What follows belongs to an exercise in optimizing a design on an open flow for small area, a short achievable clock period and few clock cycles per item; a production flow would make more cautious choices.
In this exercise RTL edits were held to simulation tests only and were not proved equivalent to the original.

==> module sw_pe, before the edit <==
module sw_pe #(
	parameter int J = 1,
	parameter int WL = 8,
	parameter int W = 8
) (
	input  logic clk,
	input  logic rst_n,
	input  logic i_en,
	input  logic [1:0] i_s_base,
	input  logic [1:0] i_t_left,
	input  logic i_v_left,
	input  logic [WL-1:0] i_h_left,
	input  logic [WL-1:0] i_f_left,
	input  logic [WL-1:0] i_m_left,
	input  logic i_clear,
	input  logic i_fast,
	input  logic i_fast_hit,
	input  logic [sw_pkg::PARAM_W-1:0] i_ds1_next,
	input  logic [sw_pkg::PARAM_W-1:0] i_match_open,
	input  logic [sw_pkg::PARAM_W-1:0] i_match,
	input  logic [sw_pkg::PARAM_W:0] i_neg_mismatch,
	input  logic [sw_pkg::PARAM_W-1:0] i_open,
	input  logic [sw_pkg::PARAM_W-1:0] i_extend,
	output logic [1:0] o_t,
	output logic o_v,
	output logic [W-1:0] o_h,
	output logic [W-1:0] o_f,
	output logic [W-1:0] o_m
);
	localparam int PW = sw_pkg::PARAM_W;
	function automatic logic [W-1:0] sat_sub(input logic [W-1:0] a, input logic [PW-1:0] b);
		logic [W:0] d;
		d = {1'b0, a} - (W+1)'(b);
		sat_sub = d[W] ? '0 : d[W-1:0];
	endfunction
	function automatic logic uge(input logic [W-1:0] a, input logic [W-1:0] b);
		logic c;
		c = 1'b1;
		for (int i = 0; i < W; i++)
			c = (a[i] & ~b[i]) | ((a[i] | ~b[i]) & c);
		uge = c;
	endfunction
	function automatic logic [W-1:0] umax(input logic [W-1:0] a, input logic [W-1:0] b);
		umax = uge(b, a) ? b : a;
	endfunction
	logic [1:0] t_q;
	logic v_q;
	logic v_cur;
	logic [W-1:0] e_q;
	logic [W-1:0] ds;
	logic [W-1:0] f_in;
	logic [W-1:0] h;
	logic [W-1:0] ho;
	logic [W-1:0] e_n;
	logic [W-1:0] f_n;
	logic [W-1:0] h_n;
	logic act;
	always_ff @(posedge clk or negedge rst_n) begin
		if (!rst_n)
			v_q <= 1'b0;
		else
			v_q <= i_v_left;
	end
	always_ff @(posedge clk)
		t_q <= i_t_left;
	assign v_cur = (J == 1) ? (v_q | i_fast) : v_q;
	assign o_t = t_q;
	assign o_v = v_cur;
	assign act = v_cur & i_en;
	assign f_in = W'(i_f_left);
	if (J == 1) begin : g_first
		logic [W-1:0] ds_q;
		always_ff @(posedge clk)
			ds_q <= W'(i_ds1_next);
		assign ds = ds_q;
		always_comb begin
			if (!uge(e_q, ds)) begin
				h = ds;
				ho = sat_sub(ds, i_open);
			end else begin
				h = e_q;
				ho = sat_sub(e_q, i_open);
			end
		end
	end else begin : g_rest
		logic [W-1:0] ds_q;
		logic [W:0] ds_sum;
		logic sel_d;
		logic sel_e;
		assign ds_sum = (W+1)'(i_h_left) + ((i_t_left == i_s_base) ? (W+1)'(i_match)
			: {{(W-PW){i_neg_mismatch[PW]}}, i_neg_mismatch});
		always_ff @(posedge clk) begin
			if (J == 2 && i_fast)
				ds_q <= i_fast_hit ? W'(i_match) : '0;
			else
				ds_q <= ds_sum[W] ? '0 : ds_sum[W-1:0];
		end
		assign ds = ds_q;
		assign sel_d = uge(ds, e_q) & uge(ds, f_in);
		assign sel_e = uge(e_q, f_in);
		always_comb begin
			if (sel_d) begin
				h = ds;
				ho = sat_sub(ds, i_open);
			end else if (sel_e) begin
				h = e_q;
				ho = sat_sub(e_q, i_open);
			end else begin
				h = f_in;
				ho = sat_sub(f_in, i_open);
			end
		end
	end
	always_comb begin
		e_n = act ? umax(ho, sat_sub(e_q, i_extend)) : '0;
		if (J == 1)
			f_n = act ? ho : '0;
		else
			f_n = act ? umax(ho, sat_sub(f_in, i_extend)) : '0;
		h_n = act ? h : '0;
		if (J == 1 && i_fast) begin
			e_n = i_fast_hit ? W'(i_match_open) : '0;
			f_n = e_n;
			h_n = i_fast_hit ? W'(i_match) : '0;
		end
	end
	always_ff @(posedge clk)
		e_q <= e_n;
	if (J < sw_pkg::PE_NUM) begin : g_out
		always_ff @(posedge clk) begin
			o_h <= h_n;
			o_f <= f_n;
		end
	end else begin : g_noout
		assign o_h = '0;
		assign o_f = '0;
	end
	if (J == 1) begin : g_m1
		assign o_m = o_h;
	end else if (J < sw_pkg::PE_NUM) begin : g_m
		always_ff @(posedge clk)
			o_m <= umax(W'(i_m_left), h_n);
	end else begin : g_mlast
		always_ff @(posedge clk) begin
			if (i_clear)
				o_m <= '0;
			else
				o_m <= umax(umax(o_m, v_cur ? W'(i_m_left) : '0), h_n);
		end
	end
endmodule
Settings: LEC_CHECK=0, ABC_AREA=1, CAP_MARGIN=20, CORE_MARGIN=2, CORE_UTILIZATION=55, SLEW_MARGIN=20; clock period 18.0 ns.
standard.sh (not shown) runs the stock make flow with config.mk's settings and CLKGATE_MAP_FILE= SYNTH_SCRIPT=/design/flow/synth_recipe.tcl, a recipe that flattens the netlist after the stock synthesis.
==> flow/flow/run.sh <==
#!/bin/bash
# Standard layout, with buf_4 port buffers and repair_timing aiming for more
# setup slack than the 0 ns default.
set -euo pipefail
bash standard.sh SETUP_SLACK_MARGIN=13.2 "BUFFER_PORTS_ARGS=-buffer_cell sky130_fd_sc_hd__buf_4" finish > standard_flow.log 2>&1
Testbench counts at the start, summed over its fixed seeds: cycles 17,102, items 576.
Change:
--- a/flow/design.v
+++ b/flow/design.v
@@ -159,7 +159,7 @@
 			if (i_clear)
 				o_m <= '0;
 			else
-				o_m <= umax(umax(o_m, v_cur ? W'(i_m_left) : '0), h_n);
+				o_m <= umax(umax(o_m, W'(i_m_left)), h_n);
 		end
 	end
 endmodule
What happened:
- The new run ran to the end with no violations
- setup slack is worse by 21 ps
- global-route usage came out lower by 0.50 points
- flip-flop and latch count is unchanged
- routed wire length goes down by 0.95%
- worst hold slack is about the same
- cell area is higher by 0.49%
- fmax decreases by 0.43%
Testbench counts after the change, summed over its fixed seeds: cycles 17,102, items 576.

== tundra ==
sw_top with an RTL version that a note above also has.
For scale: roughly 7100 cells after synthesis, roughly 81 I/O pins, about 46000 um2 of cells after synthesis.
==> module sw_pe, before the edit <==
module sw_pe #(
	parameter int J = 1,
	parameter int WL = 8,
	parameter int W = 8
) (
	input  logic clk,
	input  logic rst_n,
	input  logic i_en,
	input  logic [1:0] i_s_base,
	input  logic [1:0] i_t_left,
	input  logic i_v_left,
	input  logic [WL-1:0] i_h_left,
	input  logic [WL-1:0] i_f_left,
	input  logic [WL-1:0] i_m_left,
	input  logic i_clear,
	input  logic i_fast,
	input  logic i_fast_hit,
	input  logic [sw_pkg::PARAM_W-1:0] i_ds1_next,
	input  logic [sw_pkg::PARAM_W-1:0] i_match_open,
	input  logic [sw_pkg::PARAM_W-1:0] i_match,
	input  logic [sw_pkg::PARAM_W:0] i_neg_mismatch,
	input  logic [sw_pkg::PARAM_W-1:0] i_open,
	input  logic [sw_pkg::PARAM_W-1:0] i_extend,
	output logic [1:0] o_t,
	output logic o_v,
	output logic [W-1:0] o_h,
	output logic [W-1:0] o_f,
	output logic [W-1:0] o_m
);
	localparam int PW = sw_pkg::PARAM_W;
	function automatic logic [W-1:0] sat_sub(input logic [W-1:0] a, input logic [PW-1:0] b);
		logic [W:0] d;
		d = {1'b0, a} - (W+1)'(b);
		sat_sub = d[W] ? '0 : d[W-1:0];
	endfunction
	function automatic logic uge(input logic [W-1:0] a, input logic [W-1:0] b);
		logic c;
		c = 1'b1;
		for (int i = 0; i < W; i++)
			c = (a[i] & ~b[i]) | ((a[i] | ~b[i]) & c);
		uge = c;
	endfunction
	function automatic logic [W-1:0] umax(input logic [W-1:0] a, input logic [W-1:0] b);
		umax = uge(b, a) ? b : a;
	endfunction
	logic [1:0] t_q;
	logic v_q;
	logic v_cur;
	logic [W-1:0] e_q;
	logic [W-1:0] ds;
	logic [W-1:0] f_in;
	logic [W-1:0] h;
	logic [W-1:0] ho;
	logic [W-1:0] e_n;
	logic [W-1:0] f_n;
	logic [W-1:0] h_n;
	logic act;
	always_ff @(posedge clk or negedge rst_n) begin
		if (!rst_n)
			v_q <= 1'b0;
		else
			v_q <= i_v_left;
	end
	always_ff @(posedge clk)
		t_q <= i_t_left;
	assign v_cur = (J == 1) ? (v_q | i_fast) : v_q;
	assign o_t = t_q;
	assign o_v = v_cur;
	assign act = v_cur & i_en;
	assign f_in = W'(i_f_left);
	if (J == 1) begin : g_first
		logic [W-1:0] ds_q;
		always_ff @(posedge clk)
			ds_q <= W'(i_ds1_next);
		assign ds = ds_q;
		always_comb begin
			if (!uge(e_q, ds)) begin
				h = ds;
				ho = sat_sub(ds, i_open);
			end else begin
				h = e_q;
				ho = sat_sub(e_q, i_open);
			end
		end
	end else begin : g_rest
		logic [W-1:0] ds_q;
		logic [W:0] ds_sum;
		logic sel_d;
		logic sel_e;
		assign ds_sum = (W+1)'(i_h_left) + ((i_t_left == i_s_base) ? (W+1)'(i_match)
			: {{(W-PW){i_neg_mismatch[PW]}}, i_neg_mismatch});
		always_ff @(posedge clk) begin
			if (J == 2 && i_fast)
				ds_q <= i_fast_hit ? W'(i_match) : '0;
			else
				ds_q <= ds_sum[W] ? '0 : ds_sum[W-1:0];
		end
		assign ds = ds_q;
		assign sel_d = uge(ds, e_q) & uge(ds, f_in);
		assign sel_e = uge(e_q, f_in);
		always_comb begin
			if (sel_d) begin
				h = ds;
				ho = sat_sub(ds, i_open);
			end else if (sel_e) begin
				h = e_q;
				ho = sat_sub(e_q, i_open);
			end else begin
				h = f_in;
				ho = sat_sub(f_in, i_open);
			end
		end
	end
	always_comb begin
		e_n = act ? umax(ho, sat_sub(e_q, i_extend)) : '0;
		if (J == 1)
			f_n = act ? ho : '0;
		else
			f_n = act ? umax(ho, sat_sub(f_in, i_extend)) : '0;
		h_n = act ? h : '0;
		if (J == 1 && i_fast) begin
			e_n = i_fast_hit ? W'(i_match_open) : '0;
			f_n = e_n;
			h_n = i_fast_hit ? W'(i_match) : '0;
		end
	end
	always_ff @(posedge clk)
		e_q <= e_n;
	if (J < sw_pkg::PE_NUM) begin : g_out
		always_ff @(posedge clk) begin
			o_h <= h_n;
			o_f <= f_n;
		end
	end else begin : g_noout
		assign o_h = '0;
		assign o_f = '0;
	end
	if (J == 1) begin : g_m1
		assign o_m = o_h;
	end else if (J < sw_pkg::PE_NUM) begin : g_m
		always_ff @(posedge clk)
			o_m <= umax(W'(i_m_left), h_n);
	end else begin : g_mlast
		always_ff @(posedge clk) begin
			if (i_clear)
				o_m <= '0;
			else
				o_m <= umax(umax(o_m, W'(i_m_left)), h_n);
		end
	end
endmodule
clock: 18.0 ns
lec_check: 0
abc_area: 1
cap_margin: 20
core_margin: 2
core_utilization: 55
slew_margin: 20
==> flow/flow/run.sh <==
#!/bin/bash
# Standard layout, with buf_4 port buffers, larger clock-tree sink clusters
# without dummy loads, and repair_timing aiming for more setup slack than the
# 0 ns default.
set -euo pipefail
bash standard.sh SETUP_SLACK_MARGIN=13.2 \
  "BUFFER_PORTS_ARGS=-buffer_cell sky130_fd_sc_hd__buf_4" \
  "CTS_ARGS=-sink_clustering_enable -repair_clock_nets -sink_clustering_size 22 -sink_clustering_max_diameter 90 -dont_use_dummy_load" \
  finish > standard_flow.log 2>&1
Testbench counts of tundra, summed over its fixed seeds: cycles 17,102, items 576.
Setup changes, tundra to sierra
--- a/flow/design.v
+++ b/flow/design.v
@@ -158,9 +158,9 @@
 		always_ff @(posedge clk) begin
 			if (i_clear)
 				o_m <= '0;
 			else
-				o_m <= umax(umax(o_m, W'(i_m_left)), h_n);
+				o_m <= umax(umax(o_m, v_cur ? W'(i_m_left) : '0), h_n);
 		end
 	end
 endmodule
 `timescale 1ns/1ps
==> comparison <==
Diff tundra -> sierra: amount of wire on met2 after detailed routing moved down, worst setup slack went down, hold buffer count at cts held steady, worst setup timing slack at the placement stage increased by 0.26 ns relative to the old numbers. [compare] base=tundra new=sierra: clock tree skew after final layout grew by 0.026 ns; number of distinct library cells after synthesis rose 18%; number of clock buffers in the layout grew by about 2.7%. From tundra to sierra the numbers moved as follows: register area shows no meaningful change, count of final hold-check violations shows no meaningful change. Compared with tundra, sierra shows total number of vias that has gone down slightly. Looking at wire length across both flows, sierra is the weaker of the two, with tundra ahead. Relative to tundra, sierra improves worst-case headroom to the max-slew limit. tundra ran to completion and came out clean on the timing, DRC and antenna checks. Looking at the reports, sierra completed the entire flow and the layout it produced met the timing, DRC and antenna checks.
Testbench counts of sierra, summed over its fixed seeds: cycles 17,102, items 576.

port drivers added, routing unchanged:
The flow's constraints put no driver on any port. The routed layouts listed below were extracted and timed again, unchanged, in two steps.
Step 1 (the two cells are an assumption about what drives the block):
set clk [get_ports {clk}]
set_driving_cell -lib_cell sky130_fd_sc_hd__clkbuf_16 $clk
set_driving_cell -lib_cell sky130_fd_sc_hd__buf_2 [delete_from_list [all_inputs] $clk]
Step 2, shift: input delay + t, output delay - t, t = (earliest + latest rising clock arrival at the registers) / 2. This alone moves slack from input paths to output paths.
Slacks: no drivers / after step 1 / after step 2; pairs: no drivers / after step 1.
run	t (ns)	setup WS [ns]	worst slew at a driven data input, ns
the first run of note 1	0.695	13.217 / 13.144 / 12.669	0.10
the second run of note 1	0.688	13.196 / 13.122 / 12.663	0.08
tundra	0.639	13.242 / 13.167 / 12.707	0.08
sierra	0.663	13.194 / 13.118 / 12.727	0.11
After both steps every run listed still meets setup and hold. The setup slack of the first run of note 1, which loses most, moves by -0.073 ns with the drivers and by -0.548 ns with both steps.
